What follows belongs to an exercise in optimizing a design on an open flow for small area and a short achievable clock period; a production flow would make more cautious choices.
Function was not checked in any run shown here: the RTL went through the layout flow alone.
Power is estimated from default activity; no workload was simulated.

==> design.v <==
package lc3b_types;
    typedef logic [16-1:0] lc3b_word;
    typedef logic [3-1:0] lc3b_reg;
    typedef enum logic [3:0] {
        op_br   = 4'b0000,
        op_add  = 4'b0001,
        op_ldb  = 4'b0010,
        op_stb  = 4'b0011,
        op_jsr  = 4'b0100,
        op_and  = 4'b0101,
        op_ldr  = 4'b0110,
        op_str  = 4'b0111,
        op_rti  = 4'b1000,
        op_not  = 4'b1001,
        op_ldi  = 4'b1010,
        op_sti  = 4'b1011,
        op_jmp  = 4'b1100,
        op_shf  = 4'b1101,
        op_lea  = 4'b1110,
        op_trap = 4'b1111
    } lc3b_opcode;
    typedef enum logic [2:0] {
        alu_add,
        alu_and,
        alu_not,
        alu_passa,
        alu_passb
    } lc3b_aluop;
    typedef struct packed {
        lc3b_opcode opcode;
        lc3b_aluop  aluop;
        logic       addr1mux_sel;
        logic [1:0] addr2mux_sel;
        logic       addr3mux_sel;
        logic       lshf;
        logic       br_op;
        logic       jsr_op;
        logic       trap_op;
        logic       jmp_op;
        logic       uncond_op;
        logic       sr2mux_sel;
        logic       storemux_sel;
        logic [1:0] wbmux_sel;
        logic       dest_mux_sel;
        logic       load_reg;
        logic       load_cc;
        logic       dcacheR;
        logic       dcacheW;
        logic       dcache_enable;
        logic       d_mem_byte_sel;
        logic       alu_result_mux_sel;
        logic       stb_op;
        logic       ldi_op;
        logic       ldb_op;
        lc3b_word   pc;
    } lc3b_control_word;
    typedef struct packed {
        lc3b_control_word ctrl;
        lc3b_word         ir;
        lc3b_word         sr1_val;
        lc3b_word         sr2_val;
        lc3b_reg          dest;
    } idex_t;
    typedef struct packed {
        logic       reg_we;
        lc3b_reg    dest;
        lc3b_word   value;
        logic [2:0] cc;
        logic       mem_rd;
        logic       mem_wr;
        logic       mem_byte;
        lc3b_word   mem_addr;
        lc3b_word   mem_wdata;
        logic       redirect;
        lc3b_word   target;
    } retire_t;
endpackage
module lc3b_decode_exec
(
    input  logic                   clk,
    input  logic                   rst_n,
    input  logic                   instr_valid,
    input  lc3b_types::lc3b_word   instr,
    input  lc3b_types::lc3b_word   pc,
    output logic                   retire_valid,
    output logic                   retire_reg_we,
    output logic [2:0]             retire_dest,
    output logic [15:0]            retire_value,
    output logic [2:0]             retire_cc,
    output logic                   retire_mem_rd,
    output logic                   retire_mem_wr,
    output logic                   retire_mem_byte,
    output logic [15:0]            retire_mem_addr,
    output logic [15:0]            retire_mem_wdata,
    output logic                   retire_redirect,
    output logic [15:0]            retire_target
);
    logic        ex_valid;
    logic [3:0]  op;         
    logic [2:0]  dr;         
    logic [5:0]  sh;         
    logic [15:0] a_q, y_q, b_q;
    logic        bya_s, bya_o;   
    logic        byy_s, byy_o;   
    logic        byb_s, byb_o;   
    logic        o_and, o_not, o_shf, o_b, o_stb;   
    logic        r_valid;
    logic        r_we, r_rd, r_wr, r_byte, r_redirect;
    logic [2:0]  r_dest;
    logic        r_vsel;     
    logic [15:0] r_sum;
    logic [15:0] r_oth;
    logic [2:0]  cc_old;
    logic        cc_psum;    
    logic        cc_poth;    
    logic [15:0] rf [8];
    logic [7:0]  rf_ok;
    logic [15:0] r_value;
    assign r_value = r_vsel ? r_sum : r_oth;
    logic [7:0] wsel;
    always_comb
        for (int i = 0; i < 8; i++)
            wsel[i] = r_we && r_dest == i;
    always_ff @(posedge clk)
        for (int i = 0; i < 8; i++)
            if (wsel[i])
                rf[i] <= r_value;
    always_ff @(posedge clk or negedge rst_n)
        if (!rst_n)
            rf_ok <= '0;
        else
            rf_ok <= rf_ok | wsel;
    logic is_br, is_add, is_ldb, is_stb, is_jsr, is_and, is_ldr, is_str;
    logic is_not, is_ldi, is_sti, is_jmp, is_shf, is_lea, is_trap;
    assign is_br   = op == 4'b0000;
    assign is_add  = op == 4'b0001;
    assign is_ldb  = op == 4'b0010;
    assign is_stb  = op == 4'b0011;
    assign is_jsr  = op == 4'b0100;
    assign is_and  = op == 4'b0101;
    assign is_ldr  = op == 4'b0110;
    assign is_str  = op == 4'b0111;
    assign is_not  = op == 4'b1001;
    assign is_ldi  = op == 4'b1010;
    assign is_sti  = op == 4'b1011;
    assign is_jmp  = op == 4'b1100;
    assign is_shf  = op == 4'b1101;
    assign is_lea  = op == 4'b1110;
    assign is_trap = op == 4'b1111;
    logic is_ld, is_st, is_byte, ld_cc, wr;
    assign is_ld   = is_ldr | is_ldi | is_ldb;
    assign is_st   = is_str | is_sti | is_stb;
    assign is_byte = is_ldb | is_stb;
    assign ld_cc   = is_add | is_and | is_not | is_shf | is_lea;
    assign wr      = ld_cc | is_jsr;
    logic       x_we, x_vsel;
    logic [2:0] x_dest;
    assign x_we = ex_valid && wr;
    assign x_dest = is_jsr ? 3'd7 : dr;
    assign x_vsel = is_add | is_ld | is_lea;
    logic [3:0]  d_op;
    logic        d_st, d_use_a, d_use_b, d_pcrel, d_yreg, d_bpc;
    logic [2:0]  d_idx_a, d_idx_b;
    logic [15:0] d_pc2;
    assign d_op = instr[15:12];
    assign d_st = (d_op[1:0] == 2'b11) && (d_op[3:2] != 2'b11);
    assign d_use_a = !(d_op == 4'b0000 || d_op == 4'b1000 || d_op == 4'b1110 ||
                       d_op == 4'b1111 || (d_op == 4'b0100 && instr[11]));
    assign d_pcrel = d_op == 4'b0000 || d_op == 4'b1110 || (d_op == 4'b0100 && instr[11]);
    assign d_yreg = (d_op == 4'b0001 || d_op == 4'b0101) && !instr[5];
    assign d_use_b = d_st || d_yreg;
    assign d_bpc = d_op == 4'b0100 || d_op == 4'b1111;
    assign d_idx_a = instr[8:6];
    assign d_idx_b = d_st ? instr[11:9] : instr[2:0];
    assign d_pc2 = {pc[15:1] + 15'd1, pc[0]};
    logic d_hit_a, d_hit_b, d_pend_a, d_pend_b;
    assign d_hit_a = x_we && x_dest == d_idx_a;
    assign d_hit_b = x_we && x_dest == d_idx_b;
    assign d_pend_a = r_we && r_dest == d_idx_a;
    assign d_pend_b = r_we && r_dest == d_idx_b;
    logic [15:0] rd_a, rd_b;
    always_comb
    begin
        rd_a = ({16{d_use_a && !d_hit_a && d_pend_a && r_vsel}} & r_sum) |
               ({16{d_use_a && !d_hit_a && d_pend_a && !r_vsel}} & r_oth);
        rd_b = ({16{d_use_b && !d_hit_b && d_pend_b && r_vsel}} & r_sum) |
               ({16{d_use_b && !d_hit_b && d_pend_b && !r_vsel}} & r_oth);
        for (int i = 0; i < 8; i++)
        begin
            rd_a = rd_a | ({16{d_use_a && !d_hit_a && !d_pend_a && rf_ok[i] && d_idx_a == i}} & rf[i]);
            rd_b = rd_b | ({16{d_use_b && !d_hit_b && !d_pend_b && rf_ok[i] && d_idx_b == i}} & rf[i]);
        end
    end
    logic [15:0] d_imm;
    always_comb
        case (d_op)
            4'b0001, 4'b0101: d_imm = instr[5] ? {{11{instr[4]}}, instr[4:0]} : 16'd0;
            4'b0010, 4'b0011: d_imm = {{10{instr[5]}}, instr[5:0]};
            4'b0110, 4'b0111, 4'b1010, 4'b1011: d_imm = {{9{instr[5]}}, instr[5:0], 1'b0};
            4'b0000, 4'b1110: d_imm = {{6{instr[8]}}, instr[8:0], 1'b0};
            4'b0100: d_imm = instr[11] ? {{4{instr[10]}}, instr[10:0], 1'b0} : 16'd0;
            4'b1111: d_imm = {7'd0, instr[7:0], 1'b0};
            default: d_imm = 16'd0;
        endcase
    always_ff @(posedge clk or negedge rst_n)
        if (!rst_n)
            ex_valid <= 1'b0;
        else
            ex_valid <= instr_valid;
    always_ff @(posedge clk)
    begin
        op <= d_op;
        dr <= instr[11:9];
        sh <= instr[5:0];
        a_q <= rd_a | ({16{d_pcrel}} & d_pc2);
        y_q <= ({16{d_yreg}} & rd_b) | d_imm;
        b_q <= rd_b | ({16{d_bpc}} & d_pc2);
        bya_s <= d_use_a && d_hit_a && x_vsel;
        bya_o <= d_use_a && d_hit_a && !x_vsel;
        byy_s <= d_yreg && d_hit_b && x_vsel;
        byy_o <= d_yreg && d_hit_b && !x_vsel;
        byb_s <= d_st && d_hit_b && x_vsel;
        byb_o <= d_st && d_hit_b && !x_vsel;
        o_and <= d_op == 4'b0101;
        o_not <= d_op == 4'b1001;
        o_shf <= d_op == 4'b1101;
        o_b   <= d_op == 4'b0111 || d_op == 4'b1011 || d_bpc;
        o_stb <= d_op == 4'b0011;
    end
    logic [15:0] a, y, b;
    assign a = a_q | ({16{bya_s}} & r_sum) | ({16{bya_o}} & r_oth);
    assign y = y_q | ({16{byy_s}} & r_sum) | ({16{byy_o}} & r_oth);
    assign b = b_q | ({16{byb_s}} & r_sum) | ({16{byb_o}} & r_oth);
    logic [15:0] sum;
    assign sum = a + y;
    logic        shl;
    logic [15:0] sh_in, sh_out, shf;
    assign shl = !sh[4];
    always_comb
        for (int i = 0; i < 16; i++)
            sh_in[i] = shl ? a[15 - i] : a[i];
    assign sh_out = 16'($signed({sh[5] & sh[4] & a[15], sh_in}) >>> sh[3:0]);
    always_comb
        for (int i = 0; i < 16; i++)
            shf[i] = shl ? sh_out[15 - i] : sh_out[i];
    logic [15:0] other;
    assign other = ({16{o_and}} & a & y) |
                   ({16{o_not}} & ~a) |
                   ({16{o_shf}} & shf) |
                   ({16{o_b}} & b) |
                   ({16{o_stb}} & {b[7:0], b[7:0]});
    function automatic logic [2:0] nzp(input logic [15:0] v);
        nzp = {v[15], v == 16'd0, !v[15] && (v != 16'd0)};
    endfunction
    logic [2:0] cc_cur;
    assign cc_cur = ({3{!cc_psum && !cc_poth}} & cc_old) |
                    ({3{cc_psum}} & nzp(r_sum)) |
                    ({3{cc_poth}} & nzp(r_oth));
    always_ff @(posedge clk or negedge rst_n)
    begin
        if (!rst_n)
        begin
            r_valid <= 1'b0;
            r_we <= 1'b0;
            cc_old <= 3'b010;
            cc_psum <= 1'b0;
            cc_poth <= 1'b0;
        end
        else
        begin
            r_valid <= ex_valid;
            r_we <= x_we;
            cc_old <= cc_cur;
            cc_psum <= ex_valid & ld_cc & x_vsel;
            cc_poth <= ex_valid & ld_cc & !x_vsel;
        end
    end
    always_ff @(posedge clk)
    begin
        r_rd <= is_ld | is_trap;
        r_wr <= is_st;
        r_byte <= is_byte;
        r_redirect <= is_jmp | is_jsr | (is_br & |(dr & cc_cur));
        r_dest <= (is_jsr | is_trap) ? 3'd7 : dr;
        r_vsel <= x_vsel;
        r_sum <= sum;
        r_oth <= other;
    end
    assign retire_valid = r_valid;
    assign retire_reg_we = r_we;
    assign retire_dest = r_dest;
    assign retire_value = r_value;
    assign retire_cc = cc_cur;
    assign retire_mem_rd = r_rd;
    assign retire_mem_wr = r_wr;
    assign retire_mem_byte = r_byte;
    assign retire_mem_addr = r_sum;
    assign retire_mem_wdata = r_oth;
    assign retire_redirect = r_redirect;
    assign retire_target = r_sum;
endmodule
==> flow/run.sh <==
#!/bin/bash
# standard layout, with the port buffers made from the smallest buffer
cp standard.sh standard_sh.txt
export BUFFER_PORTS_ARGS="-buffer_cell sky130_fd_sc_hd__buf_1"
bash standard.sh > standard.log 2>&1
==> standard.sh <==
#!/bin/bash
# synth_recipe.tcl (not shown) runs the flow's synth.tcl, then flattens the netlist and writes it again
# the make line also repeats each setting of config.mk as NAME=value (left out here)
make -C /OpenROAD-flow-scripts/flow DESIGN_CONFIG=/design/flow/config.mk WORK_HOME=/design/flow/orfs CLKGATE_MAP_FILE= SYNTH_SCRIPT=/design/flow/synth_recipe.tcl "${@:-finish}"
==> config.mk <==
export PLATFORM = sky130hd
export DESIGN_NAME = lc3b_decode_exec
export DESIGN_NICKNAME = lc3b_decode_exec
export VERILOG_FILES = /design/flow/design.v
export SDC_FILE = /design/flow/constraint.sdc
export NUM_CORES = 4
export LEC_CHECK = 0
export CAP_MARGIN = 20
export CORE_MARGIN = 2
export CORE_UTILIZATION = 55
export CTS_BUF_LIST = sky130_fd_sc_hd__clkbuf_16
export CTS_CLUSTER_DIAMETER = 100
export CTS_CLUSTER_SIZE = 24
export SETUP_SLACK_MARGIN = 1.8
export SLEW_MARGIN = 20
==> constraint.sdc <==
create_clock -name core_clock -period 5.0 [get_ports {clk}]
set_input_delay 1.0000 -clock core_clock [delete_from_list [all_inputs] [get_ports {clk}]]
set_output_delay 1.0000 -clock core_clock [all_outputs]
set_load 0.01 [all_outputs]
==> results.yml, run 1 <==
placement:
  pre_cts_slack_ps: 749.5
  gp_congestion: 0.9861
  place_area_um2: 13920
  io_buffers: 110
  post-dp-hpwl_mm: 35.59
yosys:
  synthArstFlopShare: 0.06250
  yosys_most_used_dff: "edfxtp_1"
  synth_area_um2: 13440
  syn_nets: 1329
  synth_edf_count: 128
  yosysWarnings: 2
  synth_area_leaders: "edfxtp_1 (29%), dfxtp_1 (17%), nand2_1 (3.0%)"
  post_synth_num_cell_types: 89
  ys_seq_elements: 256
  yosysMostFrequentCell: "edfxtp_1"
  synthCells: 1277
  yosysTopAreaCell: "edfxtp_1"
  ys_seq_area_frac: 0.4828
  synth_top_cell_area_share: 0.2860
  syn_area_per_cell_um2: 10.52
  synthTopCellsByCount: "edfxtp_1 (128), dfxtp_1 (112), nand2_1 (106)"
setup_path:
  path_class: "primary input to register"
  path_max_fanout: 17
  critPathLaunchType: "primary input"
  r2r_start: "bya_o$_DFF_P_"
  required_ps: 5370
  cp-startpoint: "instr[12]"
  ff2ff_setup_slack_ps: 1870
  timing.rr.end: "r_sum[15]$_DFF_P_"
  crit_path_end_kind: "register"
  arrival_ps: 3520
  r2r_cells: 12
timing:
  setup-tns-final_ps: 0
  setup_ws_ps: 1850
  hold_slack_ps: 391.9
  finalSetupViolCount: 0
  slew_headroom: 0.2642
  max_freq_ghz: 0.3174
  rsz0062_at_grt: "true"
  fin_crit_sh: 0.6301
  fin_crit_ps: 3150
  hold_violations: 0
  worst_pin_slew_ps: 1104
  clock_skew_ps: 22.37
  maxSlewViolCount: 0
pwr:
  p_leak_nw: 5.234
  power_mw: 5.114
  pwr-share-comb: 0.226
  power_frac_seq: 0.521
  p_sw_frac: 0.3317
  powerDensity_nw_per_um2: 347.1
  p_sw_mw: 1.696
  p_int_mw: 3.417
  p_clk_frac: 0.253
  peakVddDrop_mv: 0.3318
global_route:
  grt_start_max_net_pins: 28
  grt_pass1_vias: 10820
  grt_antenna_before_repair: 1
  grt_pass1_wl_mm: 69.95
  gr-total-overflow: 0
  grt_use_total: 0.3612
floorplanning:
  die_width_um: 160.3
  io_pins: 111
  die_y_um: 160.3
  start_util: 0.5558
  rows: 57
  coreArea_um2: 24180
  dieArea_um2: 25700
clock_tree:
  root_buffer: "clkbuf_16"
  htreeDepth: 1
  cts_max_path_buffers: 3
  clk-insertion-delay-late_ps: 500
  clk_transition_reported_paths_ps: 100
  numCtsBuffers: 15
  holdBufCountCts: 0
  cts_tree: "yes"
  cts_sinks: 256
final_layout:
  area_growth_pct: 9.627
  seq_area_um2: 6506
  drive_gt1_frac: 0.1362
  insertedDiodeCount: 0
  nFillCells: 2087
  num-nets-final: 1388
  fin_area_um2: 14730
  multiInputGateArea_um2: 6521
route:
  vias_per_cell: 7.173
  wirelength_mm: 48.32
  detail_route.drc_violations: 0
  num_vias: 11970
  ant_nets: 0
  dr.pass1.iters: 9
  drtIter0Drc: 2232
  wire_per_inst_um: 28.97
worst_hold_path:
  min-delay-path-class: "register to register"
  hold_end: "r_valid$_DFF_PN0_"
  whs_path_depth: 0
  hold_path.startpoint: "ex_valid$_DFF_PN0_"
run:
  drv_cap: 0
status:
  status: "finished clean"
==> what timing repair did <==
item,4_1_cts,5_1_grt
endpoints found under the setup margin,58,48
setup buffers,3,7
gates resized for setup,33,46
gates cloned,0,1
pin swaps,2,9
==> cell type report <==
cell class              instances  area share
flip-flops and latches        256      0.4417
clock buffers                  16     0.02718
well taps                     324     0.02752
repair buffers                144     0.04714
clock inverters                 9    0.003907
inverters                      39    0.009937
multi-input cells             880      0.4427
==> how the worst max path moves through the flow <==
stage                         to  slack (ps)  cells past startpoint
2_1_floorplan    y_q[15]$_DFF_P_        1850                     10
3_3_place_gp     y_q[15]$_DFF_P_         860                      8
3_5_place_dp     y_q[15]$_DFF_P_         750                      8
4_1_cts        r_oth[14]$_DFF_P_        1800                     10
5_1_grt        r_sum[15]$_DFF_P_        1720                     12
6_report          y_q[2]$_DFF_P_        1850                     12
==> cell families after synthesis <==
kind of cell / synth area share
AOI/OAI and AO/OA: 0.2331
xor gates and xnor gates: 0.01955
adders and majority gates: 0.01639
buffers and inverters: 0.04991
DFF: 0.4828
muxes: 0.04786
and+or+nand+nor: 0.1505
==> layer usage <==
metal | share of wire | GRT usage | wire length, um | vias up
met5 | 0.00027 | 0 | 13 | -
met4 | 0.048 | 0.1613 | 2303 | 2
met3 | 0.11 | 0.05785 | 5229 | 170
met2 | 0.45 | 0.5602 | 21720 | 916
met1 | 0.39 | 0.5044 | 19050 | 5731
li1 | - | - | - | 5146
==> cell usage in the layout, fill, tap and decap left out, types with 30 or more instances in the layout <==
cell	n
a21oi_1	44
a221o_1	37
a222oi_1	30
a22oi_1	48
buf_1	103
buf_4	30
dfxtp_1	105
edfxtp_1	128
inv_1	36
nand2_1	102
nand3_1	54
nor2_1	71
o21ai_0	45
==> through the flow <==
step | instances | utilization
2_1_floorplan | 1277 | -
3_3_place_gp | 1632 | 0.5758
3_5_place_dp | 1632 | 0.5758
4_1_cts | 1660 | 0.5994
5_1_grt | 1668 | 0.6093
6_report | 1668 | 0.6093
==> worst max-delay path, cell delays in order <==
cell	delay [ps]
clkbuf_2	150
buf_6	180
nor4b_2	160
buf_4	190
and2_1	210
or2_1	220
buf_4	200
and2_4	180
a221o_1	290
or4_4	430
a32oi_2	230
o21ai_0	100
==> power groups by stage <==
| stage | registers (mW) | logic, mW | clock network [mW] |
|---|---|---|---|
| floorplan | 2.60 | 0.749 | 0 |
| global placement | 2.68 | 1.08 | 0 |
| detailed placement | 2.69 | 1.09 | 0 |
| CTS | 2.64 | 1.10 | 1.30 |
| global route | 2.67 | 1.23 | 1.38 |
| finish | 2.66 | 1.16 | 1.29 |
==> flip-flops by register name, summed over array words and instances, names as in the netlist, 4 cells and up <==
register	count
y_q	16
sh	6
a_q	16
r_oth	16
op	4
rf_ok	8
rf	128
b_q	16
r_sum	16
==> run 2: changes to the inputs <==
--- a/config.mk
+++ b/config.mk
@@ -11,5 +11,5 @@
 export CTS_BUF_LIST = sky130_fd_sc_hd__clkbuf_16
 export CTS_CLUSTER_DIAMETER = 100
 export CTS_CLUSTER_SIZE = 24
-export SETUP_SLACK_MARGIN = 1.8
+export SETUP_SLACK_MARGIN = 2.2
 export SLEW_MARGIN = 20
==> run 2 against run 1 <==
  * Still clean on timing, DRC and antenna
  * Critical path depth shrank 1
  * Worst setup slack gained 140 ps
  * Global-route usage grew 2.5 points
  * Cell area grew 10%
  * Die area is the same
  * Core utilization grew 6.2 points
  * Count of clock-buffer cells in the layout shrank 1
  * Clock power shrank 3%
  * Clock skew is essentially flat
==> results.yml, run 2 <==
status:
  status: "finished clean"
pwr:
  power_frac_seq: 0.508
  power_mw: 5.345
  powerDensity_nw_per_um2: 329.4
  peakVddDrop_mv: 0.3735
  p_sw_frac: 0.3395
  p_clk_frac: 0.234
  p_int_mw: 3.530
  pwr-share-comb: 0.258
  p_sw_mw: 1.815
  p_leak_nw: 5.805
placement:
  io_buffers: 110
  place_area_um2: 14070
  gp_congestion: 0.9705
  post-dp-hpwl_mm: 35.25
timing:
  maxSlewViolCount: 0
  hold_slack_ps: 393.1
  max_freq_ghz: 0.3325
  worst_pin_slew_ps: 976.6
  hold_violations: 0
  setup-tns-final_ps: 0
  fin_crit_ps: 3008
  rsz0062_at_grt: "true"
  fin_crit_sh: 0.6015
  slew_headroom: 0.3431
  clock_skew_ps: 22.26
  finalSetupViolCount: 0
final_layout:
  layout_commonest_cell: "edfxtp_1"
  multiInputGateArea_um2: 7186
  mostFrequentLayoutCells: "edfxtp_1 (128), nand2_1 (100), buf_1 (94)"
  largest_reg_flops: 128
  drive_gt1_frac: 0.2577
  top_register: "rf"
  fin_area_um2: 16230
  num-nets-final: 1468
  seq_area_um2: 6561
  area_growth_pct: 20.75
  nFillCells: 1899
  final_util: 0.6711
yosys:
  yosys_most_used_dff: "edfxtp_1"
  synthArstFlopShare: 0.06250
  yosysTopAreaCell: "edfxtp_1"
  synth_top_cell_area_share: 0.2860
  ys_seq_area_frac: 0.4828
  post_synth_num_cell_types: 89
  syn_area_per_cell_um2: 10.52
  synth_area_leaders: "edfxtp_1 (29%), dfxtp_1 (17%), nand2_1 (3.0%)"
  ys_seq_elements: 256
  yosysWarnings: 2
  synthTopCellsByCount: "edfxtp_1 (128), dfxtp_1 (112), nand2_1 (106)"
  yosysMostFrequentCell: "edfxtp_1"
  syn_nets: 1329
  synth_area_um2: 13440
  synth_edf_count: 128
  synthCells: 1277
floorplanning:
  rows: 57
  coreArea_um2: 24180
  die_width_um: 160.3
  die_y_um: 160.3
  io_pins: 111
  dieArea_um2: 25700
  start_util: 0.5558
global_route:
  grt_pass1_vias: 11480
  gr-total-overflow: 0
  grt_use_total: 0.3865
  grt_start_max_net_pins: 28
  grt_pass1_wl_mm: 74.82
  grt_antenna_before_repair: 1
setup_path:
  ff2ff_setup_slack_ps: 1990
  path_class: "register to register"
  required_ps: 5400
  critPathLaunchType: "register"
  arrival_ps: 3410
  path_max_fanout: 8
  crit_path_end_kind: "register"
route:
  ant_nets: 0
  detail_route.drc_violations: 0
  wire_per_inst_um: 29.85
  drtIter0Drc: 2135
  vias_per_cell: 7.306
  dr.pass1.iters: 9
  wirelength_mm: 52.21
  num_vias: 12780
clock_tree:
  cts_sinks: 256
  numCtsBuffers: 14
  htreeDepth: 1
  clk_transition_reported_paths_ps: 100
  clk-insertion-delay-late_ps: 520
  cts_max_path_buffers: 3
  cts_tree: "yes"
  root_buffer: "clkbuf_16"
run:
  drv_cap: 0
worst_hold_path:
  min-delay-path-class: "register to register"
## run 2: cell counts after synthesis
No cell type changed its count.
## run 2: what timing repair did
item,4_1_cts,5_1_grt
hold buffers,0,0
gates cloned,3,1
gates resized for setup,126,103
pin swaps,24,45
buffers inserted,41,55
setup endpoints to repair,93,70
## run 2: critical path: stages, from the launching register on
cell	delay, ps
dfxtp_4	390
buf_12	160
buf_12	150
buf_6	130
a221o_2	430
mux4_2	530
mux4_2	550
and2_4	170
a21oi_2	110
nand2_1	80
o211ai_2	120
nand3_2	80
## run 2: kinds of logic after synthesis
family,count (synthesis),share of synthesized area
XOR/XNOR,30,0.01955
multiplexers,41,0.04786
AO/OA/AOI/OAI,396,0.2331
buffers and inverters,142,0.04991
AND/OR/NAND/NOR,395,0.1505
adder cells (fa/ha/maj),17,0.01639
flip-flops,256,0.4828
## run 2: layout make-up
cell class                      instances  share of cell area
Tap cell                              324             0.02498
Inverter                               39            0.009254
Clock buffer                           15             0.02313
Clock inverter                          9            0.002390
Timing Repair Buffer                  223             0.09284
Multi-Input combinational cell        882              0.4429
Sequential cell                       256              0.4044
Antenna cell                            1           0.0001542
## run 2: final timing paths
| check | startpoint | to | depth (start not counted) |
|---|---|---|---|
| worst max register to register | bya_o$_DFF_P_ | r_oth[4]$_DFF_P_ | 11 |
| worst min-delay path | ex_valid$_DFF_PN0_ | r_valid$_DFF_PN0_ | 0 |
| worst max-delay path | bya_o$_DFF_P_ | r_oth[4]$_DFF_P_ | 11 |
| max in group asynchronous | rst_n | cc_old[1]$_DFF_PN1_ | 1 |
| worst min register to register | ex_valid$_DFF_PN0_ | r_valid$_DFF_PN0_ | 0 |
| min in group asynchronous | rst_n | r_we$_DFF_PN0_ | 1 |
## run 2: power groups by stage
stage	sequential, mW	clock, mW	combinational, mW
2_1_floorplan	2.60	0	0.777
3_3_place_gp	2.70	0	1.08
3_5_place_dp	2.70	0	1.08
4_1_cts	2.68	1.26	1.18
5_1_grt	2.72	1.34	1.46
6_report	2.71	1.25	1.38
## run 2: routing by layer
metal,global-route usage,part of all wire,up-vias
li1,-,-,5328
met1,0.5286,0.38,6152
met2,0.5948,0.44,1069
met3,0.06276,0.11,229
met4,0.2072,0.070,0
met5,0,0,-
## run 2: stage by stage
step / setup WS, ps / instances
final: 1992 / 1749
after CTS: 2050 / 1692
after floorplan: 2087 / 1277
after detailed placement: 848.2 / 1624
after global routing: 1967 / 1749
after global placement: 880.0 / 1624

static timing again, ports no longer ideal:
In the flow no input, the clock included, has a driving cell. The finished layouts below were timed again as built, in two steps. Step 1: set_driving_cell puts a clkbuf_16 on clk and a buf_2 on each other input, an assumption about the parent block. Step 2 times the ports against the registers' clock, not the clock port: input delays grow and output delays shrink by t, the midpoint of the rising clock arrivals with the driver on. a / b / c = ideal / step 1 / step 2; a / b = the first two.
run	t (ns)	setup slack, ns	worst setup path after step 2	worst slew at a driven data input, ns	cell pins on the clock port's net
run 1	0.538	1.850 / 1.851 / 1.338	input to register	0.03	1
run 2	0.554	1.992 / 1.992 / 1.632	input to register	0.06	1
After both steps every run listed still meets setup and hold. The setup slack of run 1, which loses most, moves by +0.001 ns with the drivers and by -0.512 ns with both steps.
